Context: an optimization exercise on an open-source flow, tuned for small area. The choices shown serve that exercise and are no tape-out recipe. RTL that was checked went through simulation tests only; none was proved equivalent to the original. No functional check of the RTL was part of run 7. Power and IR drop assume default switching activity.

--- flow/design.v ---
package thumb_isa_pkg;
	typedef logic [16-1:0] instr_t;                
	typedef logic [$clog2(8)-1:0] reg_idx_t;     
	typedef logic [32-1:0] imm_t;                  
	typedef enum logic [4:0] {
		CMD_MOV_I8,    
		CMD_ADD_REG,   
		CMD_SUB_REG,   
		CMD_ADD_I3,    
		CMD_SUB_I3,    
		CMD_ADD_I8,    
		CMD_SUB_I8,    
		CMD_LSL_I5,    
		CMD_LSR_I5,    
		CMD_ASR_I5,    
		CMD_AND,       
		CMD_EOR,       
		CMD_ORR,       
		CMD_MUL,       
		CMD_BIC,       
		CMD_MVN,       
		CMD_STR,       
		CMD_LDR,       
		CMD_STRB,      
		CMD_LDRB,      
		CMD_STRH,      
		CMD_LDRH,      
		CMD_UNDEF
	} cmd_e;
endpackage
package thumb_core_pkg;
	typedef logic [32-1:0] word_t;    
	typedef logic [32-1:0] addr_t;    
	typedef enum logic [3:0] {
		ALU_ADD,
		ALU_SUB,
		ALU_AND,
		ALU_EOR,
		ALU_ORR,
		ALU_BIC,
		ALU_MVN,
		ALU_MOV,
		ALU_LSL,
		ALU_LSR,
		ALU_ASR,
		ALU_MUL
	} alu_op_e;
	typedef enum logic [1:0] {
		SIZE_BYTE = 2'd0,
		SIZE_HALF = 2'd1,
		SIZE_WORD = 2'd2
	} mem_size_e;
	typedef enum logic {
		WB_ALU,
		WB_MEM
	} wb_sel_e;
	typedef enum logic [2:0] {
		ST_IDLE,
		ST_FETCH,
		ST_DECODE,
		ST_EXEC,
		ST_MEM,
		ST_WB
	} seq_state_e;
endpackage
`timescale 1ns/1ps
module thumb_core (
	input  logic        clk,
	input  logic        rst,
	output logic [31:0] prog_addr,
	input  logic [31:0] prog_data,
	output logic [31:0] mem_addr,
	output logic [31:0] mem_wdata,
	output logic [1:0]  mem_size,
	output logic        mem_we,
	input  logic [31:0] mem_rdata
);
	logic [4:0]  ph;
	logic        rot2;
	logic [31:1] pc;
	logic        c;
	logic        mb;
	logic [31:1] mar;
	logic        a31;
	logic [31:0] p;
	logic [31:0] r0, r1, r2, r3, r4, r5, r6, r7;
	logic [15:0] ins;
	tc_half u_half (.w(prog_data), .hi(pc[1]), .ins(ins));
	logic [2:0] ra, rb, rd;
	logic [1:0] msize;
	logic d_shift, d_load, d_store, d_mem, d_as3, d_i8, dp_mul, lsl, shr, asr;
	logic tworot, we1, sub, inv, a_zero, use_imm, b_zero, lg_and, lg_or, arith;
	tc_dec u_dec (
		.ins(ins), .ra(ra), .rb(rb), .rd(rd), .msize(msize),
		.d_shift(d_shift), .d_load(d_load), .d_store(d_store), .d_mem(d_mem),
		.d_as3(d_as3), .d_i8(d_i8), .dp_mul(dp_mul), .lsl(lsl), .shr(shr), .asr(asr),
		.tworot(tworot), .we1(we1), .sub(sub), .inv(inv), .a_zero(a_zero),
		.use_imm(use_imm), .b_zero(b_zero), .lg_and(lg_and), .lg_or(lg_or), .arith(arith)
	);
	logic [7:0] bit0, bit1;
	assign bit0 = {r7[0], r6[0], r5[0], r4[0], r3[0], r2[0], r1[0], r0[0]};
	assign bit1 = {r7[1], r6[1], r5[1], r4[1], r3[1], r2[1], r1[1], r0[1]};
	logic a_bit, b_bit, b_next;
	tc_mux8 u_rda (.v(bit0), .i(ra), .o(a_bit));
	tc_mux8 u_rdb (.v(bit0), .i(rb), .o(b_bit));
	tc_mux8 u_rdn (.v(bit1), .i(rb), .o(b_next));
	logic imm_bit;
	tc_imm u_imm (
		.ins(ins), .ph(ph), .d_mem(d_mem), .d_as3(d_as3), .d_i8(d_i8),
		.imm_bit(imm_bit)
	);
	logic ph0, ph31;
	assign ph0  = (ph == 5'd0);
	assign ph31 = (ph == 5'd31);
	logic alu_out, s_cout;
	tc_alu u_alu (
		.a_bit(a_bit), .b_bit(b_bit), .imm_bit(imm_bit), .c(c), .ph0(ph0),
		.use_imm(use_imm), .b_zero(b_zero), .a_zero(a_zero), .sub(sub), .inv(inv),
		.lg_and(lg_and), .lg_or(lg_or), .alu_out(alu_out), .s_cout(s_cout)
	);
	logic [31:0] maddr, psum;
	assign maddr = {a31, mar};
	tc_padd u_padd (.p(p), .maddr(maddr), .mb(mb), .psum(psum));
	logic [4:0] lidx;
	logic       sh_bit, ld_raw, ld_bit, w2_bit;
	logic       ld_ok;
	tc_lidx u_lidx (.ph(ph), .a(maddr[1:0]), .msize(msize), .lidx(lidx), .ok(ld_ok));
	tc_mux32 u_shtap (.v(p), .i(ins[10:6]), .o(sh_bit));
	tc_mux32 u_ldtap (.v(mem_rdata), .i(lidx), .o(ld_raw));
	assign ld_bit = ld_raw && ld_ok;
	assign w2_bit = d_load ? ld_bit : (shr ? sh_bit : psum[0]);
	logic       wbit;
	logic [7:0] wsel;
	assign wbit = rot2 ? w2_bit : alu_out;
	tc_wdec u_wdec (.we(rot2 || we1), .rd(rd), .wsel(wsel));
	always_ff @(posedge clk) begin
		r0 <= {wsel[0] ? wbit : r0[0], r0[31:1]};
		r1 <= {wsel[1] ? wbit : r1[0], r1[31:1]};
		r2 <= {wsel[2] ? wbit : r2[0], r2[31:1]};
		r3 <= {wsel[3] ? wbit : r3[0], r3[31:1]};
		r4 <= {wsel[4] ? wbit : r4[0], r4[31:1]};
		r5 <= {wsel[5] ? wbit : r5[0], r5[31:1]};
		r6 <= {wsel[6] ? wbit : r6[0], r6[31:1]};
		r7 <= {wsel[7] ? wbit : r7[0], r7[31:1]};
	end
	logic last, rot2_next;
	logic [4:0] ph_inc;
	assign ph_inc    = ph + 5'd1;
	assign last      = ph31 && (rot2 || !tworot);
	assign rot2_next = ph31 ? (!rot2 && tworot) : rot2;
	logic [31:1] pc_inc;
	tc_pcinc u_pcinc (.pc(pc), .last(last), .pc_inc(pc_inc));
	always_ff @(posedge clk) begin
		if (rst) begin
			ph   <= 5'd0;
			rot2 <= 1'b0;
			pc   <= '0;
		end else begin
			ph   <= ph_inc;
			rot2 <= rot2_next;
			pc   <= pc_inc;
		end
	end
	logic st_cyc;
	assign st_cyc = !rot2 && ph31;
	always_ff @(posedge clk) begin
		c  <= s_cout && arith;
		mb <= rot2_next && (dp_mul ? b_next : (lsl && (ph_inc == ins[10:6])));
		if (!rot2 && !ph31) mar <= {alu_out, mar[31:2]};
		if (st_cyc) a31 <= alu_out;
		p  <= {rot2 ? (asr && p[31]) : ((d_store || shr) && b_bit), psum[31:1]};
	end
	assign prog_addr = {pc, 1'b0};
	assign mem_addr  = {st_cyc ? alu_out : a31, mar};
	assign mem_wdata = {b_bit, p[31:1]};
	assign mem_size  = msize;
	assign mem_we    = st_cyc && d_store;
endmodule
module tc_half (input logic [31:0] w, input logic hi, output logic [15:0] ins);
	assign ins = hi ? w[31:16] : w[15:0];
endmodule
module tc_dec (
	input  logic [15:0] ins,
	output logic [2:0]  ra, rb, rd,
	output logic [1:0]  msize,    
	output logic        d_shift, d_load, d_store, d_mem, d_as3, d_i8, dp_mul,
	output logic        lsl, shr, asr,
	output logic        tworot,   
	output logic        we1,      
	output logic        sub, inv, a_zero, use_imm, b_zero, lg_and, lg_or, arith
);
	logic [4:0] op5;
	logic d_mov8, d_sub8, d_dp, dp_and, dp_eor, dp_orr, dp_bic, dp_mvn, dp_ok;
	assign op5     = ins[15:11];
	assign d_shift = (op5[4:2] == 3'b000) && (op5[1:0] != 2'b11);
	assign lsl     = d_shift && (op5[1:0] == 2'b00);
	assign shr     = d_shift && (op5[1:0] != 2'b00);
	assign asr     = d_shift && op5[1];
	assign d_as3   = (op5 == 5'b00011);
	assign d_mov8  = (op5 == 5'b00100);
	assign d_sub8  = (op5 == 5'b00111);
	assign d_i8    = d_mov8 || (op5 == 5'b00110) || d_sub8;
	assign d_dp    = (ins[15:10] == 6'b010000);
	assign dp_and  = d_dp && (ins[9:6] == 4'b0000);
	assign dp_eor  = d_dp && (ins[9:6] == 4'b0001);
	assign dp_orr  = d_dp && (ins[9:6] == 4'b1100);
	assign dp_mul  = d_dp && (ins[9:6] == 4'b1101);
	assign dp_bic  = d_dp && (ins[9:6] == 4'b1110);
	assign dp_mvn  = d_dp && (ins[9:6] == 4'b1111);
	assign dp_ok   = dp_and || dp_eor || dp_orr || dp_bic || dp_mvn;
	assign d_mem   = (op5[4:2] == 3'b011) || (op5[4:1] == 4'b1000);
	assign d_load  = d_mem && ins[11];
	assign d_store = d_mem && !ins[11];
	assign msize   = ins[15] ? 2'd1 : (ins[12] ? 2'd0 : 2'd2);
	assign tworot  = d_shift || dp_mul || d_load;
	assign we1     = d_as3 || d_i8 || dp_ok;
	assign sub     = (d_as3 && ins[9]) || d_sub8;
	assign inv     = sub || dp_bic || dp_mvn;
	assign a_zero  = d_mov8 || dp_mvn;
	assign use_imm = (d_as3 && ins[10]) || d_i8 || d_mem;
	assign b_zero  = d_shift || dp_mul;
	assign lg_and  = dp_and || dp_bic;
	assign lg_or   = dp_orr || dp_mvn;
	assign arith   = !(lg_and || dp_eor || lg_or);
	assign ra = d_i8 ? ins[10:8] : (d_dp ? ins[2:0] : ins[5:3]);
	assign rb = d_as3 ? ins[8:6] : (d_mem ? ins[2:0] : ins[5:3]);
	assign rd = d_i8 ? ins[10:8] : ins[2:0];
endmodule
module tc_imm (
	input  logic [15:0] ins,
	input  logic [4:0]  ph,
	input  logic        d_mem, d_as3, d_i8,
	output logic        imm_bit
);
	logic       kok, imm5_bit;
	logic [2:0] sc, kk;
	assign sc  = d_mem ? {1'b0, !ins[15] && !ins[12], ins[15]} : 3'd0;
	assign kk  = ph[2:0] - sc;
	assign kok = (ph[2:0] >= sc) && (kk < (d_as3 ? 3'd3 : 3'd5));
	always_comb begin
		case (kk)
			3'd0:    imm5_bit = ins[6];
			3'd1:    imm5_bit = ins[7];
			3'd2:    imm5_bit = ins[8];
			3'd3:    imm5_bit = ins[9];
			default: imm5_bit = ins[10];
		endcase
	end
	assign imm_bit = (ph[4:3] == 2'b00) && (d_i8 ? ins[ph[2:0]] : (kok && imm5_bit));
endmodule
module tc_alu (
	input  logic a_bit, b_bit, imm_bit, c, ph0,
	input  logic use_imm, b_zero, a_zero, sub, inv, lg_and, lg_or,
	output logic alu_out, s_cout
);
	logic aa, bb, cin, s_sum;
	assign aa      = a_bit && !a_zero;
	assign bb      = (use_imm ? imm_bit : (!b_zero && b_bit)) ^ inv;
	assign cin     = ph0 ? sub : c;
	assign s_sum   = aa ^ bb ^ cin;
	assign s_cout  = (aa & bb) | (aa & cin) | (bb & cin);
	assign alu_out = lg_and ? s_cout : (lg_or ? (s_sum | s_cout) : s_sum);
endmodule
module tc_padd (input logic [31:0] p, input logic [31:0] maddr, input logic mb, output logic [31:0] psum);
	logic [31:0] padd;
	logic [32:0] pc_ch;
	assign padd = mb ? maddr : 32'd0;
	always_comb begin
		pc_ch[0] = 1'b0;
		for (int i = 0; i < 32; i++) begin
			psum[i]    = p[i] ^ padd[i] ^ pc_ch[i];
			pc_ch[i+1] = (p[i] & padd[i]) | (p[i] & pc_ch[i]) | (padd[i] & pc_ch[i]);
		end
	end
endmodule
module tc_pcinc (input logic [31:1] pc, input logic last, output logic [31:1] pc_inc);
	logic [31:1] inc_c;
	always_comb begin
		inc_c[1] = last;
		for (int i = 1; i < 31; i++) inc_c[i+1] = inc_c[i] & pc[i];
		for (int i = 1; i < 32; i++) pc_inc[i] = pc[i] ^ inc_c[i];
	end
endmodule
module tc_lidx (
	input  logic [4:0] ph,
	input  logic [1:0] a,
	input  logic [1:0] msize,
	output logic [4:0] lidx,
	output logic       ok
);
	always_comb begin
		case (msize)
			2'd0:    lidx = {ph[4:3] + a, ph[2:0]};
			2'd1:    lidx = {ph[4] ^ a[1], ph[3:0]};
			default: lidx = ph;
		endcase
	end
	assign ok = (msize == 2'd0) ? (ph[4:3] == 2'b00) : (msize == 2'd1) ? !ph[4] : 1'b1;
endmodule
module tc_wdec (input logic we, input logic [2:0] rd, output logic [7:0] wsel);
	always_comb begin
		for (int i = 0; i < 8; i++) wsel[i] = we && (rd == 3'(i));
	end
endmodule
module tc_mux2 (input logic a, input logic b, input logic s, output logic o);
	assign o = s ? b : a;
endmodule
module tc_mux4 (input logic [3:0] v, input logic [1:0] i, output logic o);
	assign o = v[i];
endmodule
module tc_mux8 (input logic [7:0] v, input logic [2:0] i, output logic o);
	logic [1:0] m;
	tc_mux4 u0 (.v(v[3:0]), .i(i[1:0]), .o(m[0]));
	tc_mux4 u1 (.v(v[7:4]), .i(i[1:0]), .o(m[1]));
	tc_mux2 u2 (.a(m[0]), .b(m[1]), .s(i[2]), .o(o));
endmodule
module tc_mux32 (input logic [31:0] v, input logic [4:0] i, output logic o);
	logic [7:0] m;
	for (genvar k = 0; k < 8; k++) begin : g_l1
		tc_mux4 u (.v(v[4*k+3:4*k]), .i(i[1:0]), .o(m[k]));
	end
	tc_mux8 u_l2 (.v(m), .i(i[4:2]), .o(o));
endmodule
--- flow/flow/run.sh ---
#!/bin/bash
# Standard ORFS layout; the port buffers use the smallest buffer cell, and
# after global routing, gates off the critical paths are downsized
# (ORFS's power recovery).
set -euo pipefail
export BUFFER_PORTS_ARGS="-buffer_cell sky130_fd_sc_hd__buf_1"
export RECOVER_POWER=100
bash standard.sh > standard_flow.log 2>&1
--- flow/standard.sh ---
#!/bin/bash
# synth_recipe.tcl (not shown) runs the flow's synth.tcl, then flattens the netlist and writes it again
# the make line also repeats each setting of config.mk as NAME=value (left out here)
make -C /OpenROAD-flow-scripts/flow DESIGN_CONFIG=/design/flow/config.mk WORK_HOME=/design/flow/orfs CLKGATE_MAP_FILE= SYNTH_SCRIPT=/design/flow/synth_recipe.tcl "${@:-finish}"
--- flow/config.mk ---
export PLATFORM = sky130hd
export DESIGN_NAME = thumb_core
export DESIGN_NICKNAME = thumb_core
export VERILOG_FILES = /design/flow/design.v
export SDC_FILE = /design/flow/constraint.sdc
export NUM_CORES = 4
export LEC_CHECK = 0
export CAP_MARGIN = 20
export CORE_MARGIN = 2
export CORE_UTILIZATION = 40
export CTS_BUF_LIST = sky130_fd_sc_hd__clkbuf_8
export CTS_CLUSTER_DIAMETER = 60
export CTS_CLUSTER_SIZE = 16
export SLEW_MARGIN = 20
export SYNTH_HIERARCHICAL = 1
--- flow/constraint.sdc ---
create_clock -name core_clock -period 12.0 [get_ports {clk}]
set_input_delay 2.4000 -clock core_clock [delete_from_list [all_inputs] [get_ports {clk}]]
set_output_delay 2.4000 -clock core_clock [all_outputs]
set_load 0.01 [all_outputs]
==> flow_metrics.tcl, run 1 <==
set metrics [dict create \
    status "complete, but fails checks" \
    so.violations "max-capacitance violations, max-slew violations" \
    worst_setup_path_start_kind "register" \
    root_buffer "clkbuf_8" \
    grt-ovfl-total 0 \
    drive_above_1_share 0.145 \
    period_needed_ns 11.68 \
    cts_tree "built" \
    insertion_delay_ns 0.59 \
    netlist_area_um2 11600 \
    ir_drop_mv 0.0792 \
    fin_nets 1067 \
    holdBufCountCts 0 \
    r2r_slack_ns 0.32 \
    rows 62 \
    via_per_inst 4.55 \
    grt_use_total 0.128 \
    hp-class "reg -> reg" \
    worstPathArrival_ns 12.16 \
    multi_input_area_um2 3710 \
    grt_pass1_vias 5863 \
    dp_slack_ns -0.248 \
    htree_levels 1 \
    grt_pass1_wl_mm 31.2 \
    core_um2 28600 \
    dr.pass1.iters 4 \
    fin_crit_sh 0.974 \
    syn_area_per_cell_um2 14.9 \
    clk_pin_slew_ns 0.10 \
    setup_violations 0 \
    power_density_nw_per_um2 152 \
    leakagePower_uw 0.00520 \
    drtIter0Drc 315 \
    grt_max_degree 38 \
    reg2reg_depth 36 \
    portBuffers 163 \
    maxSlewHeadroom -0.163 \
    clockBufferDepth 3 \
    yosysWarnings 12 \
    drt-wirelength-per-cell_um 14.9 \
    crit_type "reg -> reg" \
    max_cap_viol_count 2 \
    crit_fanout 2 \
    cp_common_cell "fa_2" \
    postRouteAntennaNets 0 \
    timing.final.ws_setup_ns 0.318 \
    wirelength_mm 19.7 \
    worst_pin_slew_ns 1.74 \
    syn-instance-count 781 \
    die_area_um2 30400 \
    seqCellArea_um2 7500 \
    antenna_found_initial 0 \
    drc 0 \
    rr_startpoint "mar[1]$_DFFE_PP_" \
    worst_path_largest_cell_delay_ns 0.39 \
    min-delay-start "r6[9]$_DFF_P_" \
    hold_depth 0 \
    num_vias 6017 \
    rsz0062_at_grt "false" \
    dieWidth_um 174 \
    whs_ns 0.311 \
    cts_inserted_buffers 28 \
    reg2reg_to "p[30]$_DFF_P_" \
    cp.required_ns 12.47 \
    cts.sinks 359 \
    finalWeightedCongestion 0.780 \
    slew_violations 70 \
    hold_viol 0 \
    fillers 2632 \
    crit_slowest_cell "fa_1" \
    clock_skew_ns 0.0470 \
    die_h_um 174 \
    num_antenna_cells 0 \
    fmax_mhz 85.6 \
    hold_end "r6[8]$_DFF_P_" \
    cp-end-kind "register" \
    finalSetupTns_ns 0 \
    hpwlAfterDp_mm 13.9 \
    start_util 0.406 \
    area.growth.synth_to_final_pct 10.8 \
    io_pins 165 \
]
[worst max-delay path: cells and delay by family, from the launching register on]
kind	cells	cell delay, ns
xor gates and xnor gates	2	0.32
adders and majority gates	31	10.60
DFF	1	0.38
and+or+nand+nor	1	0.17
buffers and inverters	2	0.12
[power by group]
part | switching [uW] | leakage [uW] | total [uW] | internal [uW]
clock | 364 | 0.000255 | 587 | 223
combinational | 55.9 | 0.00193 | 102 | 46.3
sequential | 23.4 | 0.00302 | 1270 | 1250
total | 444 | 0.00520 | 1960 | 1520
[routing by layer]
| layer | wire, um | track usage | vias up |
|---|---|---|---|
| li1 | - | - | 2932 |
| met1 | 9500 | 0.187 | 2890 |
| met2 | 8480 | 0.192 | 165 |
| met3 | 1400 | 0.0267 | 30 |
| met4 | 359 | 0.0368 | 0 |
| met5 | 0 | 0 | - |
[flip-flops by register name (all words and copies together), names as in the netlist]
name,flops
r5,32
mar,31
c,1
pc,31
r4,32
r3,32
mb,1
rot2,1
p,32
r1,32
r6,32
r7,32
r0,32
r2,32
ph,5
a31,1
[cell usage in the layout, fill, tap and decap left out, types with 4 or more instances in the layout]
cell	instances
dfxtp_1	328
edfxtp_1	31
mux4_2	27
inv_1	17
fa_1	10
mux2_4	15
ha_1	39
clkbuf_8	28
xnor2_1	8
nand2b_1	4
o21ai_0	12
buf_1	163
nor2b_1	39
and2_1	31
nand2_1	10
a31oi_1	15
and3_1	4
nor2_1	25
nand3_1	8
buf_4	4
mux2_2	10
nor3_1	10
and4bb_2	4
fa_2	22
[layout make-up]
class                           instances  area share
Clock inverter                         10     0.00593
Timing Repair Buffer                  171      0.0514
Sequential cell                       359       0.583
Multi-Input combinational cell        356       0.288
Clock buffer                           28      0.0300
Tap cell                              384      0.0374
Inverter                               14     0.00418
[metrics by stage]
stage / power [uW] / instances / cell area, um^2 / utilization
3_5_place_dp: 1400 / 1283 / 12400 / 0.434
3_3_place_gp: 1400 / 1283 / 12400 / 0.434
6_report: 1960 / 1322 / 12900 / 0.449
4_1_cts: 1990 / 1321 / 12900 / 0.450
2_1_floorplan: 1360 / 781 / 11600 / -
5_1_grt: 2050 / 1322 / 12900 / 0.449
[how the worst max path moves through the flow]
stage,from,slack (ns),to
3_3_place_gp,mar[1]$_DFFE_PP_,-0.03,p[30]$_DFF_P_
5_1_grt,mar[1]$_DFFE_PP_,0.05,p[30]$_DFF_P_
3_5_place_dp,mar[1]$_DFFE_PP_,-0.25,p[30]$_DFF_P_
4_1_cts,mar[1]$_DFFE_PP_,0.008,p[30]$_DFF_P_
2_1_floorplan,mar[1]$_DFFE_PP_,0.02,p[30]$_DFF_P_
6_report,mar[1]$_DFFE_PP_,0.32,p[30]$_DFF_P_
[timing repair]
item / in CTS / in global routing
buffers inserted: 0 / 1
setup endpoints to repair: 2 / 2
pin swaps: 0 / 0
gates resized for setup: 5 / 6
==> run 2: changes to the inputs <==
==> flow/flow/run.sh (replaced) <==
#!/bin/bash
# Standard ORFS layout; only the port buffers use the smallest buffer cell.
set -euo pipefail
export BUFFER_PORTS_ARGS="-buffer_cell sky130_fd_sc_hd__buf_1"
bash standard.sh > standard_flow.log 2>&1
--- a/flow/config.mk
+++ b/flow/config.mk
@@ -8,8 +8,9 @@
 export CAP_MARGIN = 20
 export CORE_MARGIN = 2
-export CORE_UTILIZATION = 40
+export CORE_UTILIZATION = 65
 export CTS_BUF_LIST = sky130_fd_sc_hd__clkbuf_8
 export CTS_CLUSTER_DIAMETER = 60
 export CTS_CLUSTER_SIZE = 16
+export PLACE_DENSITY = 0.75
 export SLEW_MARGIN = 20
 export SYNTH_HIERARCHICAL = 1
==> run 2 against run 1 <==
- the run now finishes clean
- clock-buffer cell count down 1
- synthesized cell count unchanged
- via count rose by 1.5%
- first-iteration DRC count down 37%
- largest cell class unchanged
- largest power group unchanged
==> flow_metrics.tcl, run 2 <==
set metrics [dict create \
    cp-end-kind "register" \
    insertion_delay_ns 0.56 \
    grt_pass1_wl_mm 31.4 \
    portBuffers 163 \
    finalWeightedCongestion 0.898 \
    antenna_found_initial 0 \
    fin_crit_sh 0.972 \
    yosysWarnings 12 \
    highest_layer "met4" \
    crit_slowest_cell "edfxtp_1" \
    cp_common_cell "fa_2" \
    drtIter0Drc 197 \
    cts_inserted_buffers 26 \
    cts.sinks 359 \
    num_antenna_cells 0 \
    timing.final.ws_setup_ns 0.339 \
    area.growth.synth_to_final_pct 9.08 \
    syn-instance-count 781 \
    grt_max_degree 38 \
    hp-class "reg -> reg" \
    dp_slack_ns -0.342 \
    via_per_inst 5.27 \
    leakagePower_uw 0.00519 \
    drc 0 \
    fmax_mhz 85.8 \
    clock_skew_ns 0.0262 \
    grt_use_total 0.214 \
    dieWidth_um 138 \
    root_buffer "clkbuf_8" \
    grt-ovfl-total 0 \
    crit_type "reg -> reg" \
    slew_violations 0 \
    worst_path_largest_cell_delay_ns 0.40 \
    worstPathArrival_ns 12.12 \
    layout_commonest_cell "dfxtp_1" \
    status "no timing/DRC/antenna violations" \
    die_area_um2 18900 \
    cp.required_ns 12.46 \
    drive_above_1_share 0.155 \
    rows 48 \
    worst_pin_slew_ns 0.872 \
    ir_drop_mv 0.133 \
    num_vias 6110 \
    core_um2 17400 \
    power_density_nw_per_um2 152 \
    holdBufCountCts 0 \
    dr.pass1.iters 4 \
    fillers 1118 \
    m1WireLength_mm 8.51 \
    grt_pass1_vias 6181 \
    hold_viol 0 \
    maxSlewHeadroom 0.418 \
    clockBufferDepth 3 \
    cts_tree "built" \
    rsz0062_at_grt "false" \
    crit_fanout 2 \
    start_util 0.669 \
    die_h_um 138 \
    worst_setup_path_start_kind "register" \
    syn_area_per_cell_um2 14.9 \
    io_pins 165 \
    hpwlAfterDp_mm 14.3 \
    htree_levels 1 \
    wl_met2_mm 10.2 \
    drt-wirelength-per-cell_um 17.5 \
    wirelength_mm 20.3 \
    mostFrequentLayoutCells "328 x dfxtp_1, 163 x buf_1, 39 x nor2b_1, 39 x ha_1, 33 x and2_1" \
    fin_nets 1064 \
    finalSetupTns_ns 0 \
    period_needed_ns 11.66 \
    postRouteAntennaNets 0 \
    clk_pin_slew_ns 0.11 \
    dr_wl_met3_mm 1.05 \
    netlist_area_um2 11600 \
    max_cap_viol_count 0 \
    setup_violations 0 \
]
==> run 2: final timing paths <==
path / startpoint / cells after the start / to / slack, ns
min reg2reg: r4[3]$_DFF_P_ / 0 / r4[2]$_DFF_P_ / 0.32
max reg2reg: mar[1]$_DFFE_PP_ / 36 / p[30]$_DFF_P_ / 0.34
max: mar[1]$_DFFE_PP_ / 36 / p[30]$_DFF_P_ / 0.34
min: r4[3]$_DFF_P_ / 0 / r4[2]$_DFF_P_ / 0.32
==> run 2: cell type report <==
cell class / count / area, um^2 / area share
Inverter: 14 / 53.8 / 0.00425
Timing Repair Buffer: 170 / 664 / 0.0525
Sequential cell: 359 / 7500 / 0.592
Clock buffer: 27 / 372 / 0.0293
Multi-Input combinational cell: 356 / 3760 / 0.297
Clock inverter: 8 / 36.3 / 0.00286
Tap cell: 225 / 282 / 0.0222
==> run 2: timing repair <==
| item | in CTS | in global routing |
|---|---|---|
| resized for setup | 8 | 9 |
| pin swaps | 0 | 2 |
| setup buffers | 1 | 0 |
| setup endpoints to repair | 2 | 2 |
==> run 2: layer usage <==
metal	global-route usage	vias to the layer above
met5	0	-
met1	0.273	2996
met4	0.0676	0
met3	0.0357	43
met2	0.376	152
li1	-	2919
==> run 2: power breakdown <==
part / internal (uW) / switching (uW) / total (uW)
Sequential: 1250 / 24.2 / 1270
Combinational: 47.6 / 57.4 / 105
Clock: 206 / 338 / 544
Total: 1500 / 419 / 1920
==> run 2: through the flow <==
stage / power, uW / util / cells / hold WS [ns] / area, um^2
finish: 1920 / 0.730 / 1159 / 0.321 / 12700
global route: 1990 / 0.730 / 1159 / 0.324 / 12700
CTS: 1940 / 0.728 / 1159 / 0.319 / 12600
detailed placement: 1400 / 0.703 / 1123 / 0.312 / 12200
global placement: 1400 / 0.703 / 1123 / 0.312 / 12200
floorplan: 1360 / - / 781 / 0.310 / 11600
==> run 2: critical path: cells and delay by family (launching register included) <==
| kind | cells | cell delay, ns |
|---|---|---|
| fa+ha+maj | 31 | 10.50 |
| buf+inv | 2 | 0.13 |
| simple gates | 1 | 0.19 |
| xor+xnor | 2 | 0.31 |
| flops | 1 | 0.40 |
==> run 3: changes to the inputs <==
--- a/flow/config.mk
+++ b/flow/config.mk
@@ -8,9 +8,8 @@
 export CAP_MARGIN = 20
 export CORE_MARGIN = 2
-export CORE_UTILIZATION = 65
+export CORE_UTILIZATION = 40
 export CTS_BUF_LIST = sky130_fd_sc_hd__clkbuf_8
 export CTS_CLUSTER_DIAMETER = 60
 export CTS_CLUSTER_SIZE = 16
-export PLACE_DENSITY = 0.75
 export SLEW_MARGIN = 20
 export SYNTH_HIERARCHICAL = 1
==> run 3 against run 2 <==
- synthesized area unchanged
- sequential power about the same
- power grew 2.2%
- global-route usage fell by 8.7 points
- combinational power hardly changed
- register-to-register slack got worse by 0.02 ns
- critical path depth stayed put
- largest power group unchanged
- clock-buffer cell count is 1 higher
- cell count rose by 14%
- design area grew 1.9%
- highest routed layer unchanged
- fmax is 0.17% lower
==> flow_metrics.tcl, run 3 <==
set metrics [dict create \
    leakagePower_uw 0.00523 \
    grt_use_total 0.128 \
    clock_skew_ns 0.0473 \
    period_needed_ns 11.68 \
    num_vias 6044 \
    worst_path_largest_cell_delay_ns 0.39 \
    cp_common_cell "fa_2" \
    rsz0062_at_grt "false" \
    layout_commonest_cell "dfxtp_1" \
    setup_violations 0 \
    grt.busiest_layer "met2" \
    cts_inserted_buffers 28 \
    fmax_mhz 85.6 \
    syn-instance-count 781 \
    via_per_inst 4.57 \
    cts_tree "built" \
    max_cap_viol_count 0 \
    cp.required_ns 12.48 \
    dr.pass1.iters 4 \
    crit_fanout 2 \
    clockBufferDepth 3 \
    clk_pin_slew_ns 0.10 \
    insertion_delay_ns 0.59 \
    total_power_uw 1960 \
    area.growth.synth_to_final_pct 11.2 \
    yosysWarnings 12 \
    mostFrequentLayoutCells "328 x dfxtp_1, 163 x buf_1, 39 x nor2b_1, 39 x ha_1, 33 x and2_1" \
    postRouteAntennaNets 0 \
    grt_max_degree 38 \
    portBuffers 163 \
    root_buffer "clkbuf_8" \
    holdBufCountCts 0 \
    slew_violations 0 \
    core_um2 28600 \
    grt_util_met3 0.0267 \
    rows 62 \
    dieWidth_um 174 \
    worstPathArrival_ns 12.16 \
    cp-end-kind "register" \
    io_pins 165 \
    netlist_area_um2 11600 \
    fin_crit_sh 0.973 \
    use_met2 0.192 \
    hpwlAfterDp_mm 13.9 \
    worst_setup_path_start_kind "register" \
    cts.sinks 359 \
    status "no timing/DRC/antenna violations" \
    syn_area_per_cell_um2 14.9 \
    use_met1 0.187 \
    grt_pass1_wl_mm 31.2 \
    worst_pin_slew_ns 0.854 \
    power_density_nw_per_um2 152 \
    ir_drop_mv 0.0791 \
    start_util 0.406 \
    die_area_um2 30400 \
    maxSlewHeadroom 0.430 \
    drt-wirelength-per-cell_um 14.9 \
    wirelength_mm 19.7 \
    finalSetupTns_ns 0 \
    die_h_um 174 \
    crit_type "reg -> reg" \
    num_antenna_cells 0 \
    hp-class "reg -> reg" \
    finalWeightedCongestion 0.780 \
    grt_pass1_vias 5863 \
    drive_above_1_share 0.155 \
    hold_viol 0 \
    grt-ovfl-total 0 \
    crit_slowest_cell "fa_1" \
    antenna_found_initial 0 \
    fin_nets 1067 \
    htree_levels 1 \
    drtIter0Drc 375 \
    drc 0 \
]
## run 3: cell types whose count changed in the layout (fill, tap and decap cells not counted)
cell | previous run | this run
fa_1 | 5 | 10
fa_2 | 27 | 22
inv_1 | 19 | 17
inv_6 | 0 | 2
inv_8 | 0 | 2
buf_4 | 7 | 8
clkbuf_8 | 27 | 28
clkinv_4 | 1 | 0
clkinv_8 | 0 | 1
xor2_1 | 2 | 3
xor2_2 | 1 | 0
## run 3: repair_timing
action / CTS / global route
resized for setup: 5 / 6
setup buffers: 0 / 1
endpoints found under the setup margin: 2 / 2
## run 3: path summary, 6_finish.rpt
| kind | slack, ns | depth (start not counted) | to | startpoint |
|---|---|---|---|---|
| max | 0.32 | 36 | p[30]$_DFF_P_ | mar[1]$_DFFE_PP_ |
| min reg2reg | 0.31 | 0 | r6[8]$_DFF_P_ | r6[9]$_DFF_P_ |
| min | 0.31 | 0 | r6[8]$_DFF_P_ | r6[9]$_DFF_P_ |
| max reg2reg | 0.32 | 36 | p[30]$_DFF_P_ | mar[1]$_DFFE_PP_ |
## run 3: critical path, delay by kind of cell, from the launching register on
family                   cells  cell delay (ns)
flip-flops                   1             0.38
XOR/XNOR                     2             0.32
buffers and inverters        2             0.12
AND/OR/NAND/NOR              1             0.17
adder cells (fa/ha/maj)     31            10.60
## run 3: final cells by class
| type | count | area (um^2) |
|---|---|---|
| fillers | 2627 | 15700 |
| flip-flops and latches | 359 | 7500 |
| multi-input cells | 356 | 3740 |
| repair buffers | 171 | 672 |
| well taps | 384 | 480 |
| clock buffers | 28 | 385 |
| clock inverters | 10 | 76.3 |
| inverters | 14 | 53.8 |
## run 3: per-layer routing
metal | part of all wire | up-vias
met5 | 0 | -
met4 | 0.019 | 0
met3 | 0.060 | 33
met2 | 0.43 | 165
met1 | 0.49 | 2911
li1 | - | 2935
## run 3: per-stage QoR
step            util  area, um^2  hold slack (ns)  setup slack (ns)  cells
5_1_grt        0.451       12900            0.327            0.0427   1322
2_1_floorplan      -       11600            0.310            0.0238    781
3_5_place_dp   0.434       12400            0.312            -0.248   1283
4_1_cts        0.450       12900            0.321           0.00773   1321
3_3_place_gp   0.434       12400            0.310           -0.0280   1283
6_report       0.451       12900            0.306             0.319   1322
## run 3: report_power, final
part / total [uW] / internal (uW) / switching (uW)
clock network: 587 / 223 / 365
logic: 104 / 47.5 / 56.6
registers: 1270 / 1250 / 23.5
==> run 4: changes to the inputs <==
--- a/flow/config.mk
+++ b/flow/config.mk
@@ -8,8 +8,9 @@
 export CAP_MARGIN = 20
 export CORE_MARGIN = 2
-export CORE_UTILIZATION = 40
-export CTS_BUF_LIST = sky130_fd_sc_hd__clkbuf_8
-export CTS_CLUSTER_DIAMETER = 60
-export CTS_CLUSTER_SIZE = 16
+export CORE_UTILIZATION = 65
+export CTS_BUF_LIST = sky130_fd_sc_hd__clkbuf_16
+export CTS_CLUSTER_DIAMETER = 50
+export CTS_CLUSTER_SIZE = 30
+export PLACE_DENSITY = 0.75
 export SLEW_MARGIN = 20
 export SYNTH_HIERARCHICAL = 1
==> run 4 against run 3 <==
- still clean
- register-to-register slack worse by 0.07 ns
- clock-buffer cell count is 1 lower
- via count is 3.8% higher
- clock skew is 0.026 ns lower
- largest cell class unchanged
- highest routed layer unchanged
==> flow_metrics.tcl, run 4 <==
set metrics [dict create \
    dieWidth_um 138 \
    grt_max_degree 38 \
    drc 0 \
    clk_pin_slew_ns 0.10 \
    syn_area_per_cell_um2 14.9 \
    fin_nets 1065 \
    maxSlewHeadroom 0.421 \
    start_util 0.669 \
    crit_type "reg -> reg" \
    hp-class "reg -> reg" \
    via_per_inst 5.35 \
    core_um2 17400 \
    rr_startpoint "mar[1]$_DFFE_PP_" \
    clock_skew_ns 0.0212 \
    period_needed_ns 11.75 \
    insertion_delay_ns 0.55 \
    drive_above_1_share 0.177 \
    fmax_mhz 85.1 \
    mostFrequentLayoutCells "328 x dfxtp_1, 163 x buf_1, 39 x nor2b_1, 39 x ha_1, 33 x and2_1" \
    ir_drop_mv 0.163 \
    cp_top_family "adder cells" \
    drtIter0Drc 257 \
    cp_common_cell "fa_2" \
    leakagePower_uw 0.00545 \
    reg2reg_to "p[30]$_DFF_P_" \
    htree_levels 1 \
    cts_tree "built" \
    design_area_um2 13300 \
    reg2reg_depth 36 \
    root_buffer "clkbuf_16" \
    io_pins 165 \
    die_h_um 138 \
    grt_use_total 0.242 \
    placed_area_um2 12200 \
    hold_viol 0 \
    crit_slowest_cell "edfxtp_1" \
    portBuffers 163 \
    grt_pass1_wl_mm 34.8 \
    cp-startpoint "mar[1]$_DFFE_PP_" \
    crit_fanout 2 \
    cts_inserted_buffers 27 \
    cp-end-kind "register" \
    cp.required_ns 12.47 \
    hpwlAfterDp_mm 14.3 \
    clockBufferDepth 3 \
    finalSetupTns_ns 0 \
    worst_path_largest_cell_delay_ns 0.40 \
    yosysWarnings 12 \
    status "no timing/DRC/antenna violations" \
    crit_end "p[30]$_DFF_P_" \
    worst-path-buf-inv 2 \
    dr.pass1.iters 4 \
    wirelength_mm 22.5 \
    layout_commonest_cell "dfxtp_1" \
    num_vias 6276 \
    num_antenna_cells 0 \
    rows 48 \
    die_area_um2 18900 \
    power_density_nw_per_um2 179 \
    r2r_slack_ns 0.25 \
    slew_violations 0 \
    max_cap_viol_count 0 \
    drt-wirelength-per-cell_um 19.2 \
    worstPathArrival_ns 12.22 \
    grt_pass1_vias 6454 \
    netlist_area_um2 11600 \
    finalWeightedCongestion 0.898 \
    fin_crit_sh 0.979 \
    whs_ns 0.311 \
    rsz0062_at_grt "false" \
    worst_pin_slew_ns 0.868 \
    cts.sinks 359 \
    cp_num_cells 36 \
    postRouteAntennaNets 0 \
    antenna_found_initial 0 \
    grt-ovfl-total 0 \
    syn-instance-count 781 \
    area.growth.synth_to_final_pct 14.6 \
    setup_violations 0 \
    worst_setup_path_start_kind "register" \
]
-- run 4: layer usage --
| metal | vias up | wire [um] | GRT usage |
|---|---|---|---|
| met4 | 0 | 397 | 0.0647 |
| met3 | 40 | 1050 | 0.0346 |
| met5 | - | 0 | 0 |
| met1 | 3106 | 9260 | 0.305 |
| li1 | 2950 | - | - |
| met2 | 180 | 11800 | 0.437 |
-- run 4: worst reg2reg max path, delay by kind of cell, from the launching register on --
| family | cells | cell delay [ns] |
|---|---|---|
| and+or+nand+nor | 1 | 0.19 |
| adders and majority gates | 31 | 10.53 |
| buffers and inverters | 2 | 0.11 |
| DFF | 1 | 0.40 |
| xor gates and xnor gates | 2 | 0.39 |
-- run 4: area by class of cell --
type	count	area [um^2]
fillers	983	4050
clock inverters	22	365
well taps	225	282
clock buffers	27	676
inverters	14	53.8
multi-input cells	356	3770
repair buffers	170	664
flip-flops and latches	359	7500
-- run 4: metrics by stage --
| stage | cells | util | total power, uW | setup WS [ns] |
|---|---|---|---|---|
| 2_1_floorplan | 781 | - | 1360 | 0.0238 |
| 3_3_place_gp | 1123 | 0.703 | 1400 | -0.0662 |
| 3_5_place_dp | 1123 | 0.703 | 1400 | -0.342 |
| 4_1_cts | 1173 | 0.766 | 2400 | 0.0309 |
| 5_1_grt | 1173 | 0.767 | 2460 | 0.0222 |
| 6_report | 1173 | 0.767 | 2380 | 0.250 |
-- run 4: worst min-delay path by stage --
stage	start	slack [ns]	to	cells past startpoint
floorplan	r0[11]$_DFF_P_	0.31	r0[10]$_DFF_P_	0
global placement	r5[2]$_DFF_P_	0.31	r5[1]$_DFF_P_	0
detailed placement	r2[18]$_DFF_P_	0.31	r2[17]$_DFF_P_	0
CTS	r6[9]$_DFF_P_	0.32	r6[8]$_DFF_P_	0
global route	r6[9]$_DFF_P_	0.31	r6[8]$_DFF_P_	0
finish	r6[9]$_DFF_P_	0.31	r6[8]$_DFF_P_	0
-- run 4: power breakdown --
part	switching [uW]	leakage, uW	internal [uW]
sequential	26.0	0.00302	1250
combinational	58.3	0.00193	47.6
clock	512	0.000497	490
-- run 4: repair_timing --
item | 4_1_cts | 5_1_grt
setup buffers | 1 | 0
resized for setup | 15 | 6
pin swaps | 4 | 5
hold buffers | 0 | 0
endpoints found under the setup margin | 2 | 1
==> run 5: changes to the inputs <==
--- a/flow/design.v
+++ b/flow/design.v
@@ -86,14 +86,14 @@
 	logic [31:0] r0, r1, r2, r3, r4, r5, r6, r7;
 	logic [15:0] ins;
-	tc_half u_half (.w(prog_data), .hi(pc[1]), .ins(ins));
+	assign ins = pc[1] ? prog_data[31:16] : prog_data[15:0];
 	logic [2:0] ra, rb, rd;
 	logic [1:0] msize;
 	logic d_shift, d_load, d_store, d_mem, d_as3, d_i8, dp_mul, lsl, shr, asr;
-	logic tworot, we1, sub, inv, a_zero, use_imm, b_zero, lg_and, lg_or, arith;
+	logic tworot, we1, sub, inva, a_zero, use_imm, b_zero, lg_and, lg_or, arith;
 	tc_dec u_dec (
 		.ins(ins), .ra(ra), .rb(rb), .rd(rd), .msize(msize),
 		.d_shift(d_shift), .d_load(d_load), .d_store(d_store), .d_mem(d_mem),
 		.d_as3(d_as3), .d_i8(d_i8), .dp_mul(dp_mul), .lsl(lsl), .shr(shr), .asr(asr),
-		.tworot(tworot), .we1(we1), .sub(sub), .inv(inv), .a_zero(a_zero),
+		.tworot(tworot), .we1(we1), .sub(sub), .inva(inva), .a_zero(a_zero),
 		.use_imm(use_imm), .b_zero(b_zero), .lg_and(lg_and), .lg_or(lg_or), .arith(arith)
 	);
@@ -113,10 +113,11 @@
 	assign ph0  = (ph == 5'd0);
 	assign ph31 = (ph == 5'd31);
-	logic alu_out, s_cout;
-	tc_alu u_alu (
-		.a_bit(a_bit), .b_bit(b_bit), .imm_bit(imm_bit), .c(c), .ph0(ph0),
-		.use_imm(use_imm), .b_zero(b_zero), .a_zero(a_zero), .sub(sub), .inv(inv),
-		.lg_and(lg_and), .lg_or(lg_or), .alu_out(alu_out), .s_cout(s_cout)
-	);
+	logic aa, bb, cin, s_sum, s_cout, alu_out;
+	assign aa      = (a_bit ^ inva) && !a_zero;
+	assign bb      = (use_imm ? imm_bit : (!b_zero && b_bit)) ^ sub;
+	assign cin     = ph0 ? sub : c;
+	assign s_sum   = aa ^ bb ^ cin;
+	assign s_cout  = (aa & bb) | (aa & cin) | (bb & cin);
+	assign alu_out = lg_and ? s_cout : (lg_or ? (s_sum | s_cout) : s_sum);
 	logic [31:0] maddr, psum;
 	assign maddr = {a31, mar};
@@ -169,7 +170,7 @@
 		if (!rot2 && !ph31) mar <= {alu_out, mar[31:2]};
 		if (st_cyc) a31 <= alu_out;
-		p  <= {rot2 ? (asr && p[31]) : ((d_store || shr) && b_bit), psum[31:1]};
+		p  <= {rot2 ? (asr && p[31]) : ((d_store && b_bit) || (shr && a_bit)), psum[31:1]};
 	end
-	assign prog_addr = {pc, 1'b0};
+	assign prog_addr = {pc[31:2], 2'b00};  
 	assign mem_addr  = {st_cyc ? alu_out : a31, mar};
 	assign mem_wdata = {b_bit, p[31:1]};
@@ -177,7 +178,4 @@
 	assign mem_we    = st_cyc && d_store;
 endmodule
-module tc_half (input logic [31:0] w, input logic hi, output logic [15:0] ins);
-	assign ins = hi ? w[31:16] : w[15:0];
-endmodule
 module tc_dec (
 	input  logic [15:0] ins,
@@ -188,5 +186,5 @@
 	output logic        tworot,   
 	output logic        we1,      
-	output logic        sub, inv, a_zero, use_imm, b_zero, lg_and, lg_or, arith
+	output logic        sub, inva, a_zero, use_imm, b_zero, lg_and, lg_or, arith
 );
 	logic [4:0] op5;
@@ -216,13 +214,13 @@
 	assign we1     = d_as3 || d_i8 || dp_ok;
 	assign sub     = (d_as3 && ins[9]) || d_sub8;
-	assign inv     = sub || dp_bic || dp_mvn;
-	assign a_zero  = d_mov8 || dp_mvn;
+	assign inva    = dp_bic || dp_mvn;
+	assign a_zero  = d_mov8;
 	assign use_imm = (d_as3 && ins[10]) || d_i8 || d_mem;
-	assign b_zero  = d_shift || dp_mul;
+	assign b_zero  = d_shift || dp_mul || dp_mvn;
 	assign lg_and  = dp_and || dp_bic;
 	assign lg_or   = dp_orr || dp_mvn;
 	assign arith   = !(lg_and || dp_eor || lg_or);
-	assign ra = d_i8 ? ins[10:8] : (d_dp ? ins[2:0] : ins[5:3]);
-	assign rb = d_as3 ? ins[8:6] : (d_mem ? ins[2:0] : ins[5:3]);
+	assign ra = d_i8 ? ins[10:8] : ins[5:3];
+	assign rb = d_as3 ? ins[8:6] : ins[2:0];
 	assign rd = d_i8 ? ins[10:8] : ins[2:0];
 endmodule
@@ -249,17 +247,4 @@
 	assign imm_bit = (ph[4:3] == 2'b00) && (d_i8 ? ins[ph[2:0]] : (kok && imm5_bit));
 endmodule
-module tc_alu (
-	input  logic a_bit, b_bit, imm_bit, c, ph0,
-	input  logic use_imm, b_zero, a_zero, sub, inv, lg_and, lg_or,
-	output logic alu_out, s_cout
-);
-	logic aa, bb, cin, s_sum;
-	assign aa      = a_bit && !a_zero;
-	assign bb      = (use_imm ? imm_bit : (!b_zero && b_bit)) ^ inv;
-	assign cin     = ph0 ? sub : c;
-	assign s_sum   = aa ^ bb ^ cin;
-	assign s_cout  = (aa & bb) | (aa & cin) | (bb & cin);
-	assign alu_out = lg_and ? s_cout : (lg_or ? (s_sum | s_cout) : s_sum);
-endmodule
 module tc_padd (input logic [31:0] p, input logic [31:0] maddr, input logic mb, output logic [31:0] psum);
 	logic [31:0] padd;
--- a/flow/config.mk
+++ b/flow/config.mk
@@ -9,7 +9,7 @@
 export CORE_MARGIN = 2
 export CORE_UTILIZATION = 65
-export CTS_BUF_LIST = sky130_fd_sc_hd__clkbuf_16
-export CTS_CLUSTER_DIAMETER = 50
-export CTS_CLUSTER_SIZE = 30
+export CTS_BUF_LIST = sky130_fd_sc_hd__clkbuf_8
+export CTS_CLUSTER_DIAMETER = 60
+export CTS_CLUSTER_SIZE = 19
 export PLACE_DENSITY = 0.75
 export SLEW_MARGIN = 20
==> run 5 against run 4 <==
- still clean
- worst hold slack gained 0.0034 ns
- first-iteration DRC count is 33% higher
- design area is 6.5% lower
- register-to-register slack better by 0.05 ns
- via count decreased by 5.1%
- sequential cell count unchanged
- critical path depth stayed put
- die area barely moved
- non-clock buffer count decreased by 1
- fmax grew 0.46%
- clock skew rose by 0.011 ns
- worst setup slack better by 0.054 ns
- largest cell class unchanged
==> flow_metrics.tcl, run 5 <==
set metrics [dict create \
    synth_top_area_frac 0.565 \
    r2r_slack_ns 0.30 \
    cp-end-kind "register" \
    synthTopCellsByCount "328 x dfxtp_1, 68 x buf_4, 40 x nor2b_1" \
    yosysUniqueCellTypes 55 \
    rows 48 \
    yosys_most_used_dff "dfxtp_1" \
    worst_pin_slew_ns 0.928 \
    clock_skew_ns 0.0321 \
    cp_top_family "adder cells" \
    worst_path_largest_cell_delay_ns 0.42 \
    slew_violations 0 \
    max_cap_viol_count 0 \
    die_area_um2 19000 \
    final_cells 1136 \
    num_antenna_cells 0 \
    finalSetupTns_ns 0 \
    dieWidth_um 138 \
    finalWeightedCongestion 0.833 \
    crit_type "reg -> reg" \
    grt_pass1_vias 6121 \
    yosysWarnings 12 \
    crit_slowest_cell "edfxtp_1" \
    core_um2 17400 \
    holdBufCountCts 0 \
    worst_setup_path_start_kind "register" \
    die_h_um 138 \
    maxSlewHeadroom 0.381 \
    insertion_delay_ns 0.56 \
    postRouteAntennaNets 0 \
    drive_above_1_share 0.153 \
    area.growth.synth_to_final_pct 7.06 \
    cp_num_cells 36 \
    cp_common_cell "fa_2" \
    grt_max_degree 38 \
    cts_inserted_buffers 23 \
    m1WireLength_mm 8.10 \
    ys_seq_elements 359 \
    crit_fanout 2 \
    whs_ns 0.314 \
    start_util 0.667 \
    mostFrequentLayoutCells "328 x dfxtp_1, 162 x buf_1, 40 x nor2b_1, 39 x ha_1, 35 x and2_1" \
    hold_viol 0 \
    cts.sinks 359 \
    io_pins 165 \
    yosys.area.top_type "dfxtp_1" \
    ir_drop_mv 0.146 \
    via_per_inst 5.24 \
    grt_pass1_wl_mm 30.1 \
    yosysMostFrequentCell "dfxtp_1" \
    worst-path-buf-inv 2 \
    worstPathArrival_ns 12.13 \
    htree_levels 1 \
    fmax_mhz 85.5 \
    grt_use_total 0.204 \
    fin_crit_sh 0.975 \
    clockBufferDepth 3 \
    grt-ovfl-total 0 \
    dr.pass1.iters 6 \
    synth_seq_area_share 0.645 \
    rr_startpoint "mar[1]$_DFFE_PP_" \
    synthTopCellsByArea "dfxtp_1 56%, edfxtp_1 8.0%, fa_1 5.5%, mux4_2 5.2%, buf_4 4.4%" \
    dr_wl_met3_mm 1.35 \
    place_inst 1103 \
    wirelength_mm 19.3 \
    setup_violations 0 \
    power_density_nw_per_um2 153 \
    syn_area_per_cell_um2 14.7 \
    portBuffers 162 \
    clk_pin_slew_ns 0.12 \
    placed_area_um2 12000 \
    layout_commonest_cell "dfxtp_1" \
    drc 0 \
    antenna_found_initial 0 \
    crit_end "p[30]$_DFF_P_" \
    status "no timing/DRC/antenna violations" \
    hpwlAfterDp_mm 13.7 \
    leakagePower_uw 0.00506 \
    wl_met2_mm 9.40 \
    drt-wirelength-per-cell_um 17.0 \
    root_buffer "clkbuf_8" \
    reg2reg_depth 36 \
    netlist_area_um2 11600 \
    design_area_um2 12400 \
    synth_edf_count 31 \
    highest_layer "met4" \
    cts_tree "built" \
    cp-startpoint "mar[1]$_DFFE_PP_" \
    cp.required_ns 12.43 \
    period_needed_ns 11.70 \
    hp-class "reg -> reg" \
    fin_nets 1042 \
    rsz0062_at_grt "false" \
    drtIter0Drc 342 \
    syn-instance-count 791 \
    async_flop_share 0 \
    reg2reg_to "p[30]$_DFF_P_" \
    num_vias 5957 \
]
==> run 5: worst min-delay path by stage <==
stage                   startpoint  slack, ns  cells after the start              to
floorplan           r0[11]$_DFF_P_       0.31                      0  r0[10]$_DFF_P_
global placement     r2[2]$_DFF_P_       0.31                      0   r2[1]$_DFF_P_
detailed placement  r1[23]$_DFF_P_       0.31                      0  r1[22]$_DFF_P_
CTS                  r4[1]$_DFF_P_       0.32                      0   r4[0]$_DFF_P_
global route         r4[1]$_DFF_P_       0.32                      0   r4[0]$_DFF_P_
finish              r4[17]$_DFF_P_       0.31                      0  r4[16]$_DFF_P_
==> run 5: cell families after synthesis <==
family,synth area share
AOI/OAI and AO/OA,0.0193
DFF,0.645
adders and majority gates,0.0971
buffers and inverters,0.0545
other,0.000323
xor gates and xnor gates,0.0113
muxes,0.0944
and+or+nand+nor,0.0781
==> run 5: where the power goes <==
group,internal (uW),switching [uW]
clock network,193,340
registers,1250,24.3
logic,46.0,55.1
total,1490,419
==> run 5: stage by stage <==
stage,util,total power (uW),worst slack [ns]
3_3_place_gp,0.689,1390,-0.00884
4_1_cts,0.713,1930,0.0245
3_5_place_dp,0.689,1400,-0.406
2_1_floorplan,-,1360,0.0238
5_1_grt,0.714,1980,0.00994
6_report,0.714,1910,0.304
==> run 5: area by class of cell <==
| class | count | area (um^2) |
|---|---|---|
| fill | 1185 | 4970 |
| sequential | 359 | 7500 |
| tap | 225 | 282 |
| multi-input combinational | 337 | 3570 |
| inverter | 15 | 56.3 |
| timing repair buffer | 169 | 661 |
| clock buffer | 25 | 344 |
| clock inverter | 6 | 37.5 |
==> run 5: timing repair <==
| item | CTS | global route |
|---|---|---|
| resized for setup | 10 | 6 |
| setup buffers | 1 | 1 |
| pin swaps | 1 | 0 |
| gates cloned | 0 | 0 |
| hold endpoints to repair | 0 | 0 |
| setup endpoints to repair | 2 | 2 |
==> run 5: per-layer routing <==
layer / vias to the layer above / global-route usage
li1: 2811 / -
met1: 2910 / 0.261
met2: 200 / 0.351
met3: 36 / 0.0383
met4: 0 / 0.0686
met5: - / 0
==> run 5: Yosys stat by module, one instance, submodules excluded, a selection <==
module / cells / cell area [um^2] / flip-flops and latches
thumb_core: 550 / 8850 / 359
tc_padd: 72 / 856 / 0
tc_dec: 59 / 420 / 0
tc_imm: 27 / 251 / 0
tc_lidx: 13 / 98.8 / 0
tc_wdec: 8 / 96.3 / 0
tc_mux4: 1 / 22.5 / 0
tc_mux2: 1 / 15.0 / 0
==> run 6: changes to the inputs <==
--- a/flow/config.mk
+++ b/flow/config.mk
@@ -11,5 +11,5 @@
 export CTS_BUF_LIST = sky130_fd_sc_hd__clkbuf_8
 export CTS_CLUSTER_DIAMETER = 60
-export CTS_CLUSTER_SIZE = 19
+export CTS_CLUSTER_SIZE = 16
 export PLACE_DENSITY = 0.75
 export SLEW_MARGIN = 20
==> run 6 against run 5 <==
- die area is the same
- non-clock buffer count is the same
- cell count grew 0.26%
- register-to-register slack is essentially flat
- clock skew shrank 0.011 ns
- worst setup slack lost 0.0037 ns
- critical path type unchanged
- power grew 1.7%
- synthesized area is the same
- combinational power is essentially flat
- via count shrank 0.12%
==> flow_metrics.tcl, run 6 <==
set metrics [dict create \
    multi_input_area_um2 3570 \
    worst_path_largest_cell_delay_ns 0.41 \
    yosysWarnings 12 \
    crit_type "reg -> reg" \
    clk_pin_slew_ns 0.11 \
    timing.final.ws_setup_ns 0.300 \
    core_um2 17400 \
    synth_seq_area_share 0.645 \
    ir_drop_mv 0.135 \
    cp-end-kind "register" \
    setup_violations 0 \
    start_util 0.667 \
    drc 0 \
    dieWidth_um 138 \
    rows 48 \
    postRouteAntennaNets 0 \
    htree_levels 1 \
    root_buffer "clkbuf_8" \
    syn_area_per_cell_um2 14.7 \
    place_inst 1103 \
    dr.pass1.iters 4 \
    synth_edf_count 31 \
    crit_slowest_cell "edfxtp_1" \
    num_vias 5950 \
    area.growth.synth_to_final_pct 7.48 \
    cts_tree "built" \
    crit_fanout 2 \
    num_antenna_cells 0 \
    yosys_most_used_dff "dfxtp_1" \
    grt-ovfl-total 0 \
    finalWeightedCongestion 0.833 \
    die_h_um 138 \
    worst-path-buf-inv 2 \
    antenna_found_initial 0 \
    synthTopCellsByArea "dfxtp_1 56%, edfxtp_1 8.0%, fa_1 5.5%, mux4_2 5.2%, buf_4 4.4%" \
    cts_inserted_buffers 26 \
    fin_crit_sh 0.975 \
    cp_top_family "adder cells" \
    insertion_delay_ns 0.56 \
    worstPathArrival_ns 12.13 \
    ys_seq_elements 359 \
    rsz0062_at_grt "false" \
    power_density_nw_per_um2 155 \
    dr_wl_met3_mm 1.27 \
    hpwlAfterDp_mm 13.7 \
    async_flop_share 0 \
    yosysMostFrequentCell "dfxtp_1" \
    fillers 1175 \
    cp_common_cell "fa_2" \
    grt_use_total 0.206 \
    grt_pass1_vias 6141 \
    clock_skew_ns 0.0214 \
    clockBufferDepth 3 \
    drtIter0Drc 328 \
    netlist_area_um2 11600 \
    status "no timing/DRC/antenna violations" \
    hp-class "reg -> reg" \
    io_pins 165 \
    highest_layer "met4" \
    fmax_mhz 85.5 \
    mostFrequentLayoutCells "328 x dfxtp_1, 162 x buf_1, 40 x nor2b_1, 39 x ha_1, 35 x and2_1" \
    portBuffers 162 \
    seqCellArea_um2 7500 \
    yosys.area.top_type "dfxtp_1" \
    leakagePower_uw 0.00509 \
    finalSetupTns_ns 0 \
    worst_pin_slew_ns 0.909 \
    via_per_inst 5.22 \
    final_cells 1139 \
    holdBufCountCts 0 \
    maxSlewHeadroom 0.393 \
    hold_viol 0 \
    syn-instance-count 791 \
    total_power_uw 1940 \
    drive_above_1_share 0.153 \
    worst_setup_path_start_kind "register" \
    cts.sinks 359 \
    synthTopCellsByCount "328 x dfxtp_1, 68 x buf_4, 40 x nor2b_1" \
    wl_met2_mm 9.39 \
    grt_pass1_wl_mm 30.3 \
    drt-wirelength-per-cell_um 16.9 \
    grt_max_degree 38 \
    m1WireLength_mm 8.14 \
    cp.required_ns 12.43 \
    layout_commonest_cell "dfxtp_1" \
    wirelength_mm 19.3 \
    final_core_util 0.717 \
    synth_top_area_frac 0.565 \
    period_needed_ns 11.70 \
    slew_violations 0 \
    dp_slack_ns -0.406 \
    yosysUniqueCellTypes 55 \
    die_area_um2 19000 \
    fin_nets 1045 \
    max_cap_viol_count 0 \
]
-- run 6: power breakdown --
part | switching, uW | total, uW | internal, uW
registers | 24.1 | 1270 | 1250
logic | 54.9 | 101 | 46.0
clock network | 338 | 566 | 228
total | 417 | 1940 | 1520
-- run 6: modules after synthesis (local to each module, per instance), excerpt --
module    flip-flops and latches  area (um^2)  copies in the design
tc_dec                         0          420                     1
tc_lidx                        0         98.8                     1
tc_pcinc                       0          384                     1
tc_mux2                        0         15.0                     5
tc_wdec                        0         96.3                     1
tc_padd                        0          856                     1
-- run 6: path summary, 6_finish.rpt --
path                                       start            end  slack [ns]  depth (start not counted)
worst max register to register  mar[1]$_DFFE_PP_  p[30]$_DFF_P_        0.30                         36
worst min-delay path               r0[3]$_DFF_P_  r0[2]$_DFF_P_        0.32                          0
worst max-delay path            mar[1]$_DFFE_PP_  p[30]$_DFF_P_        0.30                         36
worst min register to register     r0[3]$_DFF_P_  r0[2]$_DFF_P_        0.32                          0
-- run 6: layer usage --
metal  vias up  track usage
met5         -            0
met4         0       0.0760
met3        40       0.0346
met2       198        0.357
met1      2898        0.263
li1       2814            -
-- run 6: stage by stage --
stage | hold slack [ns] | cell area [um^2]
after floorplan | 0.310 | 11700
after global placement | 0.310 | 12000
after detailed placement | 0.312 | 12000
after CTS | 0.321 | 12500
after global routing | 0.325 | 12500
final | 0.321 | 12500
-- run 6: area by class of cell --
type,count,share of cell area
clock buffers,27,0.0297
clock inverters,7,0.00471
inverters,15,0.00451
multi-input cells,337,0.285
flip-flops and latches,359,0.600
well taps,225,0.0225
repair buffers,169,0.0529
-- run 6: cell families (layout without fill, tap and decap cells) --
family	count (synthesis)	after routing	synth area share
flip-flops	359	359	0.645
AND/OR/NAND/NOR	149	149	0.0781
buffers and inverters	96	218	0.0545
adder cells (fa/ha/maj)	71	71	0.0971
multiplexers	66	66	0.0944
AO/OA/AOI/OAI	34	34	0.0193
XOR/XNOR	15	15	0.0113
other	1	2	0.000323
-- run 6: timing repair --
action | in CTS | in global routing
buffers inserted | 1 | 1
resized for setup | 10 | 6
pin swaps | 0 | 1
setup endpoints to repair | 2 | 1
==> run 7: changes to the inputs <==
--- a/flow/design.v
+++ b/flow/design.v
@@ -152,5 +152,5 @@
 	logic [31:1] pc_inc;
 	tc_pcinc u_pcinc (.pc(pc), .last(last), .pc_inc(pc_inc));
-	always_ff @(posedge clk) begin
+	always_ff @(posedge clk or posedge rst) begin
 		if (rst) begin
 			ph   <= 5'd0;
==> run 7 against run 6 <==
- largest power group unchanged
- register-to-register slack got worse by 0.19 ns
- critical path type unchanged
- critical endpoint unchanged
- worst hold slack got worse by 0.0030 ns
- sequential power grew 3%
- clock skew hardly changed
- clock-buffer cell count unchanged
- core utilization is essentially flat
- sequential cell count stayed put
- synthesized area fell by 0.52%
==> flow_metrics.tcl, run 7 <==
set metrics [dict create \
    cp-startpoint "mar[1]$_DFFE_PP_" \
    hold_depth 0 \
    num_vias 5857 \
    drtIter0Drc 332 \
    finalWeightedCongestion 0.863 \
    synthTopCellsByArea "dfxtp_1 50%, edfxtp_1 8.1%, dfrtp_1 8.0%, fa_1 5.5%, mux4_2 5.3%" \
    leakagePower_uw 0.00528 \
    drt-wirelength-per-cell_um 18.0 \
    synth_top_area_frac 0.504 \
    rr_startpoint "mar[1]$_DFFE_PP_" \
    io_pins 165 \
    hp-class "reg -> reg" \
    async_flop_share 0.103 \
    slew_violations 0 \
    clock_skew_ns 0.0214 \
    ir_drop_mv 0.120 \
    reg2reg_to "p[30]$_DFF_P_" \
    final_cells 1105 \
    worst_setup_path_start_kind "register" \
    yosys_most_used_dff "dfxtp_1" \
    grt_pass1_wl_mm 31.3 \
    cp.required_ns 12.46 \
    grt_use_total 0.216 \
    hold_viol 0 \
    syn_area_per_cell_um2 15.5 \
    dieWidth_um 137 \
    drc 0 \
    hpwlAfterDp_mm 14.0 \
    netlist_area_um2 11600 \
    portBuffers 162 \
    yosysMostFrequentCell "dfxtp_1" \
    worst_pin_slew_ns 0.886 \
    layout_commonest_cell "dfxtp_1" \
    clockBufferDepth 3 \
    synth_seq_area_share 0.664 \
    num_antenna_cells 0 \
    antenna_found_initial 0 \
    crit_fanout 2 \
    crit_slowest_cell "edfxtp_1" \
    dr.pass1.iters 7 \
    holdBufCountCts 0 \
    place_inst 1065 \
    rows 48 \
    cts_tree "built" \
    period_needed_ns 11.89 \
    postRouteAntennaNets 0 \
    reg2reg_depth 36 \
    root_buffer "clkbuf_8" \
    fin_nets 1006 \
    grt-ovfl-total 0 \
    cts.sinks 359 \
    cp_common_cell "fa_2" \
    clk_pin_slew_ns 0.11 \
    htree_levels 1 \
    yosysUniqueCellTypes 60 \
    synth_edf_count 31 \
    cp-end-kind "register" \
    maxSlewHeadroom 0.409 \
    status "no timing/DRC/antenna violations" \
    grt_max_degree 38 \
    area.growth.synth_to_final_pct 7.63 \
    max_cap_viol_count 0 \
    ys_seq_elements 359 \
    total_power_uw 1940 \
    fmax_mhz 84.1 \
    die_area_um2 18900 \
    via_per_inst 5.30 \
    mostFrequentLayoutCells "291 x dfxtp_1, 162 x buf_1, 39 x ha_1, 37 x dfrtp_1, 35 x and2_1" \
    die_h_um 137 \
    start_util 0.666 \
    syn-instance-count 748 \
    rsz0062_at_grt "true" \
    synthTopCellsByCount "291 x dfxtp_1, 68 x buf_4, 39 x ha_1" \
    crit_type "reg -> reg" \
    worst_path_largest_cell_delay_ns 0.40 \
    yosysWarnings 12 \
    setup_violations 0 \
    hold_end "r4[20]$_DFF_P_" \
    yosys.area.top_type "dfxtp_1" \
    wirelength_mm 19.9 \
    grt_pass1_vias 6082 \
    core_um2 17400 \
    power_density_nw_per_um2 156 \
    drive_above_1_share 0.160 \
    fin_crit_sh 0.991 \
    r2r_slack_ns 0.11 \
    insertion_delay_ns 0.56 \
    worstPathArrival_ns 12.36 \
    min-delay-start "r4[21]$_DFF_P_" \
    cts_inserted_buffers 26 \
    final_core_util 0.717 \
]
[run 7: cell types whose count changed after synthesis, sizes merged, moves of 3 or more]
cell / previous run / this run
dfrtp: 0 / 37
dfxtp: 328 / 291
nor2b: 40 / 6
nor2: 28 / 25
[run 7: critical path: cells and delay by family, from the launching register on]
| kind | cells | cell delay, ns |
|---|---|---|
| AND/OR/NAND/NOR | 1 | 0.18 |
| adder cells (fa/ha/maj) | 31 | 10.78 |
| buffers and inverters | 2 | 0.14 |
| XOR/XNOR | 2 | 0.30 |
| flip-flops | 1 | 0.40 |
[run 7: layout make-up]
class	count	area [um^2]
well taps	225	282
clock buffers	27	372
inverters	15	56.3
repair buffers	170	668
clock inverters	12	51.3
flip-flops and latches	359	7680
multi-input cells	297	3330
fillers	1191	4910
[run 7: routing by layer]
| metal | vias up | GRT usage | wire length, um | part of all wire |
|---|---|---|---|---|
| met1 | 2875 | 0.290 | 8460 | 0.43 |
| met4 | 0 | 0.0790 | 585 | 0.029 |
| met5 | - | 0 | 0 | 0 |
| met3 | 47 | 0.0427 | 1400 | 0.070 |
| li1 | 2699 | - | - | - |
| met2 | 236 | 0.354 | 9440 | 0.47 |
[run 7: cell families after synthesis]
family          after synthesis  share of synthesized area
compound gates               32                     0.0194
xor+xnor                     14                     0.0106
other cells                   1                   0.000324
fa+ha+maj                    71                     0.0976
simple gates                112                     0.0593
mux                          66                     0.0947
flops                       359                      0.664
buf+inv                      93                     0.0537
[run 7: metrics by stage]
step / TNS [ns] / cell area (um^2) / setup WS (ns) / hold slack (ns)
floorplan: 0 / 11600 / 0.0238 / 0.310
global placement: -0.175 / 12000 / -0.175 / 0.310
detailed placement: -0.728 / 12000 / -0.484 / 0.312
CTS: 0 / 12400 / 0.0400 / 0.328
global route: -0.221 / 12400 / -0.204 / 0.334
finish: 0 / 12400 / 0.109 / 0.318
[run 7: report_power, final]
group / internal [uW] / switching (uW) / leakage [uW] / total [uW]
sequential: 1280 / 28.2 / 0.00323 / 1310
combinational: 33.8 / 46.9 / 0.00180 / 80.7
clock: 208 / 345 / 0.000255 / 552
[run 7: how the worst max path moves through the flow]
stage,end,slack (ns),depth (start not counted)
after CTS,p[30]$_DFF_P_,0.04,36
after floorplan,p[30]$_DFF_P_,0.02,36
after detailed placement,p[30]$_DFF_P_,-0.48,36
after global routing,p[30]$_DFF_P_,-0.20,36
after global placement,p[30]$_DFF_P_,-0.18,36
final,p[30]$_DFF_P_,0.11,36
[run 7: repair_timing]
| action | in CTS | in global routing |
|---|---|---|
| gates resized for setup | 11 | 5 |
| hold endpoints to repair | 0 | 0 |
| setup endpoints to repair | 2 | 2 |
| setup buffers | 0 | 1 |
| pin swaps | 0 | 3 |
| cloned | 0 | 0 |
[run 7: modules after synthesis (local to each module, per instance), a selection]
module / area (um^2) / cells inside
tc_mux4: 22.5 / 1
tc_lidx: 98.8 / 13
tc_padd: 856 / 72
thumb_core: 8790 / 507
tc_imm: 251 / 27
tc_wdec: 96.3 / 8
tc_pcinc: 384 / 31
tc_dec: 420 / 59
tc_mux2: 15.0 / 1

## what the ideal ports hide
Ports are ideal in the flow. The routed layouts listed here were re-timed in OpenROAD. Step 1, drivers: a clkbuf_16 drives clk and a buf_2 each remaining input, both assumed. Step 2, shift: input delay + t, output delay - t, t = (earliest + latest rising clock arrival at the registers) / 2. This alone moves slack from input paths to output paths. Slacks: no drivers / after step 1 / after step 2; pairs: no drivers / after step 1.
run | t (ns) | setup slack, ns | slew at the worst register clock pin (ns) | worst slew at a driven data input, ns | cell pins on the clock port's net
run 1 | 0.605 | 0.318 / 0.318 / 0.318 | 0.12 / 0.12 | 0.06 | 1
run 2 | 0.581 | 0.339 / 0.339 / 0.339 | 0.11 / 0.11 | 0.04 | 1
run 3 | 0.605 | 0.319 / 0.319 / 0.319 | 0.11 / 0.11 | 0.06 | 1
run 4 | 0.580 | 0.250 / 0.250 / 0.250 | 0.10 / 0.10 | 0.04 | 1
run 5 | 0.578 | 0.304 / 0.304 / 0.304 | 0.12 / 0.12 | 0.07 | 1
run 6 | 0.587 | 0.300 / 0.300 / 0.300 | 0.11 / 0.11 | 0.07 | 1
run 7 | 0.588 | 0.109 / 0.109 / 0.109 | 0.11 / 0.11 | 0.06 | 1
